Background: an optimization exercise with open tools, aiming at small area. Do not read the settings as production practice. Only simulation tests tie the RTL to the original design; equivalence was not proved. No driver is modelled on the clock port, so clocking that relies on it looks cheaper here than on a real chip. Power and IR drop assume default switching activity.

Design risc16_top, start of the top module:
module risc16_top
(
    input  logic      clk,
    input  logic      rst,
    input  logic [15:0] mem_rdata_i,
    output logic [7:0]  mem_addr_o,
    output logic [15:0] mem_wdata_o,
    output logic      mem_wr_o
);
Size: roughly 590 cells after synthesis, about 43 I/O pins, about 8600 µm² of cells after synthesis.
==> flow/config.mk <==
export PLATFORM = sky130hd
export DESIGN_NAME = risc16_top
export DESIGN_NICKNAME = risc16_top
export VERILOG_FILES = /design/flow/design.v
export SDC_FILE = /design/flow/constraint.sdc
export NUM_CORES = 4
export LEC_CHECK = 0
export CAP_MARGIN = 20
export CORE_MARGIN = 2
export CORE_UTILIZATION = 40
export SLEW_MARGIN = 20
==> flow/constraint.sdc <==
create_clock -name core_clock -period 8.0 [get_ports {clk}]
set_input_delay 1.6000 -clock core_clock [delete_from_list [all_inputs] [get_ports {clk}]]
set_output_delay 1.6000 -clock core_clock [all_outputs]
set_load 0.01 [all_outputs]
run.sh (not shown) runs the stock make flow with config.mk's settings and CLKGATE_MAP_FILE= SYNTH_SCRIPT=/design/flow/synth_recipe.tcl, a recipe that flattens the netlist after the stock synthesis.
The starting point completed with no timing, DRC or antenna violations.
Change:
- CORE_UTILIZATION: 40 -> 65
- CTS_CLUSTER_DIAMETER: unset -> 150
- CTS_CLUSTER_SIZE: unset -> 28
Outcome:
- The new run ran to the end with no violations
- flip-flop and latch count stays the same
- count of clock-buffer cells in the layout fell by 16
- cell count decreases by 14%
- global-route usage goes up by 8.0 points
- non-clock buffer count stays the same

========
Setup of sierra:
The RTL this note starts from:
==> flow/design.v <==
package isa_pkg;
    localparam int WORD_W   = 16;
    localparam int REG_AW   = 4;
    localparam int MEM_AW   = 8;
    localparam int IMM_W    = 8;
    localparam int NUM_REGS = 16;
    localparam int OPC_LSB = 12;
    localparam int RD_LSB  = 8;
    localparam int RP_LSB  = 4;
    localparam int RQ_LSB  = 0;
    typedef logic [WORD_W-1:0] word_t;      
    typedef logic [REG_AW-1:0] reg_addr_t;
    typedef logic [MEM_AW-1:0] mem_addr_t;  
    typedef logic [IMM_W-1:0]  imm_t;
    typedef enum logic [3:0] {
        ADD = 4'd0,  SUB = 4'd1,  AND = 4'd2,  OR  = 4'd3,
        XOR = 4'd4,  NOT = 4'd5,  SLA = 4'd6,  SRA = 4'd7,
        LI  = 4'd8,  LW  = 4'd9,  SW  = 4'd10, BIZ = 4'd11,
        BNZ = 4'd12, JAL = 4'd13, JMP = 4'd14, JR  = 4'd15
    } opcode_e;
    typedef enum logic [2:0] {
        ALU_ADD = 3'd0,
        ALU_SUB = 3'd1,
        ALU_AND = 3'd2,
        ALU_OR  = 3'd3,
        ALU_XOR = 3'd4,
        ALU_NOT = 3'd5,
        ALU_SLA = 3'd6,
        ALU_SRA = 3'd7
    } alu_op_e;
endpackage
package ctrl_pkg;
    typedef enum logic [1:0] {
        S_FETCH   = 2'd0,
        S_DECODE  = 2'd1,
        S_EXECUTE = 2'd2
    } state_e;
    typedef enum logic [1:0] {
        PC_HOLD = 2'd0,
        PC_INC  = 2'd1,
        PC_REL  = 2'd2,  
        PC_ABS  = 2'd3   
    } pc_op_e;
    typedef enum logic [1:0] {
        WB_ALU  = 2'd0,
        WB_MEM  = 2'd1,
        WB_IMM  = 2'd2,
        WB_LINK = 2'd3
    } wb_sel_e;
endpackage
module alu
(
    input  logic [3:0] op_i,
    input  logic       a_i,       
    input  logic       b_i,       
    input  logic       a_next_i,  
    input  logic       c_i,       
    input  logic       first_i,   
    input  logic       imm_bit_i,
    input  logic       mem_bit_i,
    input  logic       last_i,    
    input  logic       high_i,    
    output logic       y_o,
    output logic       cout_o
);
    logic arith;
    logic b;
    logic cin;
    logic sum;
    assign arith = (op_i == isa_pkg::ADD) || (op_i == isa_pkg::SUB) ||
                   (op_i == isa_pkg::SLA) || (op_i == isa_pkg::JAL);
    always_comb begin
        case (op_i)
            isa_pkg::SUB: b = ~b_i;
            isa_pkg::SLA: b = a_i;
            isa_pkg::NOT: b = 1'b1;
            isa_pkg::JAL: b = 1'b0;
            default:      b = b_i;
        endcase
    end
    always_comb begin
        if (arith && !first_i) begin
            cin = c_i;
        end else begin
            cin = (op_i == isa_pkg::SUB) || (op_i == isa_pkg::JAL) || (op_i == isa_pkg::OR);
        end
    end
    assign sum    = a_i ^ b ^ cin;
    assign cout_o = (a_i & b) | (a_i & cin) | (b & cin);
    always_comb begin
        case (op_i)
            isa_pkg::AND, isa_pkg::OR: y_o = cout_o;
            isa_pkg::SRA: y_o = last_i ? 1'b0 : a_next_i;
            isa_pkg::LI:  y_o = imm_bit_i;
            isa_pkg::LW:  y_o = mem_bit_i;
            isa_pkg::JAL: y_o = high_i ? 1'b0 : sum;
            default:      y_o = sum;  
        endcase
    end
endmodule
module reg_file
(
    input  logic        clk,
    input  logic [15:0] we_i,     
    input  logic        wbit_i,
    input  logic [3:0]  p_addr_i,
    input  logic [3:0]  q_addr_i,
    output logic        p_bit_o,  
    output logic        q_bit_o   
);
    logic [15:0] tap1;
    logic [15:0] tap0;
    for (genvar k = 0; k < 16; k++) begin : g_reg
        logic [15:0] bits_q;
        always_ff @(posedge clk) begin
            bits_q <= {we_i[k] ? wbit_i : bits_q[0], bits_q[15:1]};
        end
        assign tap1[k] = bits_q[1];
        assign tap0[k] = bits_q[0];
    end
    assign p_bit_o = tap1[p_addr_i];
    assign q_bit_o = tap0[q_addr_i];
endmodule
module risc16_top
(
    input  logic      clk,
    input  logic      rst,
    input  logic [15:0] mem_rdata_i,
    output logic [7:0]  mem_addr_o,
    output logic [15:0] mem_wdata_o,
    output logic      mem_wr_o
);
    logic [3:0]  ph_q;
    logic        clr_q;
    logic [7:0]  pc_q;
    logic [15:0] ir_q;
    logic [15:0] t_q;      
    logic        pd_q;     
    logic        c_q;
    logic        s15_q;
    logic ph15;
    logic ph14;
    assign ph15 = (ph_q == 4'd15);
    assign ph14 = (ph_q == 4'd14);
    always_ff @(posedge clk or posedge rst) begin
        if (rst) begin
            ph_q  <= 4'd0;
            clr_q <= 1'b1;
        end else begin
            ph_q <= ph_q + 4'd1;
            if (ph15) clr_q <= 1'b0;
        end
    end
    always_ff @(posedge clk) begin
        if (ph15) ir_q <= mem_rdata_i;
    end
    logic [3:0] op;
    logic [3:0] rd;
    logic [3:0] rq;
    logic [7:0] imm;
    assign op  = ir_q[15:12];
    assign rd  = ir_q[11:8];
    assign rq  = ir_q[3:0];
    assign imm = ir_q[7:0];
    logic [11:0] src;
    logic [3:0]  src_op;
    logic [3:0]  p_addr;
    assign src    = ph15 ? mem_rdata_i[15:4] : ir_q[15:4];
    assign src_op = src[11:8];
    assign p_addr = (src_op == isa_pkg::SW || src_op == isa_pkg::BIZ || src_op == isa_pkg::BNZ)
                    ? src[7:4] : src[3:0];
    logic        p_bit;
    logic        q_bit;
    logic [15:0] we;
    logic        wbit;
    logic        y;
    logic        wen;
    reg_file u_reg_file (
        .clk      (clk),
        .we_i     (we),
        .wbit_i   (wbit),
        .p_addr_i (p_addr),
        .q_addr_i (rq),
        .p_bit_o  (p_bit),
        .q_bit_o  (q_bit)
    );
    always_ff @(posedge clk) begin
        pd_q  <= p_bit;
        t_q   <= {p_bit, t_q[15:1]};
        s15_q <= mem_rdata_i[15];
    end
    logic a;
    logic pc_bit;
    logic imm_bit;
    logic mem_bit;
    logic cout;
    logic is_jal;
    assign is_jal  = (op == isa_pkg::JAL);
    assign pc_bit  = pc_q[0];
    assign a       = is_jal ? pc_bit : pd_q;
    assign imm_bit = ph_q[3] ? imm[7] : imm[ph_q[2:0]];
    assign mem_bit = ph15 ? s15_q : mem_rdata_i[ph_q];
    alu u_alu (
        .op_i      (op),
        .a_i       (a),
        .b_i       (q_bit),
        .a_next_i  (p_bit),
        .c_i       (c_q),
        .first_i   (ph_q == 4'd0),
        .imm_bit_i (imm_bit),
        .mem_bit_i (mem_bit),
        .last_i    (ph15),
        .high_i    (ph_q[3]),
        .y_o       (y),
        .cout_o    (cout)
    );
    always_ff @(posedge clk) begin
        c_q <= cout;
    end
    assign wen  = (op <= isa_pkg::LW) || is_jal;
    assign wbit = y & ~clr_q;
    always_comb begin
        for (int k = 0; k < 16; k++) begin
            we[k] = clr_q || (wen && rd == 4'(k));
        end
    end
    logic       zero;
    logic       taken;
    logic       is_jr;
    logic [7:0] npc;
    assign zero  = (t_q == 16'h0000);
    assign taken = ~clr_q && ((op == isa_pkg::JMP) || is_jal ||
                              (op == isa_pkg::BIZ && zero) || (op == isa_pkg::BNZ && !zero));
    assign is_jr = ~clr_q && (op == isa_pkg::JR);
    logic [7:0] pc;
    assign pc    = {pc_q[0], pc_q[7:1]};
    assign npc   = is_jr ? t_q[7:0] : pc + (taken ? imm : {7'd0, ~clr_q});
    always_ff @(posedge clk or posedge rst) begin
        if (rst) begin
            pc_q <= 8'h00;
        end else if (ph15) begin
            pc_q <= npc;
        end else begin
            pc_q <= {pc_q[0], pc_q[7:1]};
        end
    end
    assign mem_addr_o  = ph15 ? npc : imm;
    assign mem_wdata_o = {p_bit, t_q[15:1]};
    assign mem_wr_o    = ph14 && (op == isa_pkg::SW) && ~clr_q;
endmodule
Settings: LEC_CHECK=0, CAP_MARGIN=20, CORE_MARGIN=2, CORE_UTILIZATION=65, SLEW_MARGIN=20; clock period 8.0 ns.
standard.sh (not shown) runs the stock make flow with config.mk's settings and CLKGATE_MAP_FILE= SYNTH_SCRIPT=/design/flow/synth_recipe.tcl, a recipe that flattens the netlist after the stock synthesis.
==> flow/flow/run.sh <==
#!/bin/bash
# Standard ORFS layout with three changes: ports are buffered with the smallest
# buffer, clock tree synthesis uses larger sink clusters without dummy loads,
# and after CTS cells with spare slack are downsized.
set -euo pipefail
bash standard.sh \
  "BUFFER_PORTS_ARGS=-buffer_cell sky130_fd_sc_hd__buf_1" \
  "CTS_ARGS=-sink_clustering_enable -repair_clock_nets -dont_use_dummy_load -sink_clustering_size 28 -sink_clustering_max_diameter 150 -root_buf sky130_fd_sc_hd__clkbuf_8 -tree_buf sky130_fd_sc_hd__clkbuf_8" \
  "POST_CTS_TCL=$PWD/flow/post_cts.tcl" \
  finish > orfs_make.log 2>&1
==> flow/flow/post_cts.tcl <==
# Downsize cells that have timing slack to spare, then legalize again.
repair_timing -recover_power 100 -setup_margin 0.3 -verbose
detailed_placement
check_placement -verbose
Changes in tundra relative to sierra:
Settings: setting ABC_AREA to 1 for the first time.
==> flow/flow/run.sh <==
#!/bin/bash
# Standard ORFS layout with two changes: ports are buffered with the smallest
# buffer, and clock tree synthesis uses larger sink clusters without dummy loads.
set -euo pipefail
bash standard.sh \
  "BUFFER_PORTS_ARGS=-buffer_cell sky130_fd_sc_hd__buf_1" \
  "CTS_ARGS=-sink_clustering_enable -repair_clock_nets -dont_use_dummy_load -sink_clustering_size 28 -sink_clustering_max_diameter 150 -root_buf sky130_fd_sc_hd__clkbuf_8 -tree_buf sky130_fd_sc_hd__clkbuf_8" \
  finish > orfs_make.log 2>&1
removed: flow/flow/post_cts.tcl
## What came out
On post-synth net total, the higher figure sits with tundra, not sierra. Going from sierra to tundra, global router's overall resource usage rose by 1.7 points; area growth from synthesis to final layout rose by 0.87 points; die area rose by 130 µm². For worst hold-check slack, tundra and sierra come out practically identical. Against sierra, tundra comes in 1.2 points lower on sequential share of layout area. tundra ended with more via total after detailed routing than sierra. Relative to sierra, the cell area measured on tundra has increased slightly.
Modified inputs, cedar compared to tundra
Settings: ABC_AREA removed (was 1).
==> flow/flow/run.sh <==
#!/bin/bash
# Standard ORFS layout with two changes: ports are buffered with the smallest
# buffer, and clock tree synthesis uses larger sink clusters without dummy loads.
set -euo pipefail
bash standard.sh \
  "BUFFER_PORTS_ARGS=-buffer_cell sky130_fd_sc_hd__buf_1" \
  "CTS_ARGS=-sink_clustering_enable -repair_clock_nets -dont_use_dummy_load -sink_clustering_size 32 -sink_clustering_max_diameter 150" \
  finish > orfs_make.log 2>&1
==> run summary <==
- Sort cedar and tundra by share of the cycle needed by the critical path after routing, ascending, and tundra comes first.
- On clock power: cedar sits above tundra.
- Looking at number of global-route vias before repair across cedar and tundra, the one that comes out lower is cedar.
- [cedar vs tundra] overall fraction of global-route tracks in use: lower in cedar
- Total of clock buffers placed in the layout: cedar < tundra
- NOTE: post-route worst hold slack in cedar falls short of that of tundra
- Max number of buffer and inverter instances along the worst setup path across cedar and tundra: tundra
- Taking tundra as the reference, in cedar number of routed nets with antenna violations essentially unchanged; layout overhead on the synthesized area decreased 0.35 points.
The following lists how garnet was set up differently from cedar:
==> flow/flow/run.sh <==
#!/bin/bash
# Standard ORFS layout with two changes: ports are buffered with the smallest
# buffer, and clock tree synthesis uses larger sink clusters without dummy loads.
set -euo pipefail
bash standard.sh \
  "BUFFER_PORTS_ARGS=-buffer_cell sky130_fd_sc_hd__buf_1" \
  "CTS_ARGS=-sink_clustering_enable -repair_clock_nets -dont_use_dummy_load -sink_clustering_size 28 -sink_clustering_max_diameter 150 -root_buf sky130_fd_sc_hd__clkbuf_8 -tree_buf sky130_fd_sc_hd__clkbuf_8" \
  finish > orfs_make.log 2>&1
## What came out
[compare] base=cedar new=garnet: TritonCTS buffer count higher, share of total power in the clock network lower, area added between synthesis and finish roughly the same, clock period minus final worst setup slack higher.
Comparing garnet with cedar, the cell area came out essentially unchanged.

[static timing again, ports no longer ideal]
No port has a modelled driver above. Below, the same layouts with a new extraction and two added sets of constraints.
Step 1, drivers: a clkbuf_16 drives clk and a buf_2 each remaining input, both assumed.
Step 2, shift: input delay + t, output delay - t, t = (earliest + latest rising clock arrival at the registers) / 2. This alone moves slack from input paths to output paths.
Three values: ideal ports, drivers, drivers and shift; two values: the first two.
| run | t (ns) | setup slack, ns | worst setup path after step 2 | pins driven straight from the clock port |
|---|---|---|---|---|
| the first run of note 1 | 0.577 | 1.370 / 1.326 / 1.879 | input to output | 1 |
| the second run of note 1 | 0.514 | 1.726 / 1.687 / 1.893 | input to output | 1 |
| sierra | 0.536 | 2.085 / 2.047 / 2.528 | input to output | 1 |
| tundra | 0.536 | 2.674 / 2.638 / 3.174 | register to output | 1 |
| cedar | 0.495 | 2.070 / 2.029 / 2.524 | register to output | 1 |
| garnet | 0.534 | 2.046 / 2.009 / 2.543 | register to output | 1 |
After both steps every run listed still meets setup and hold.
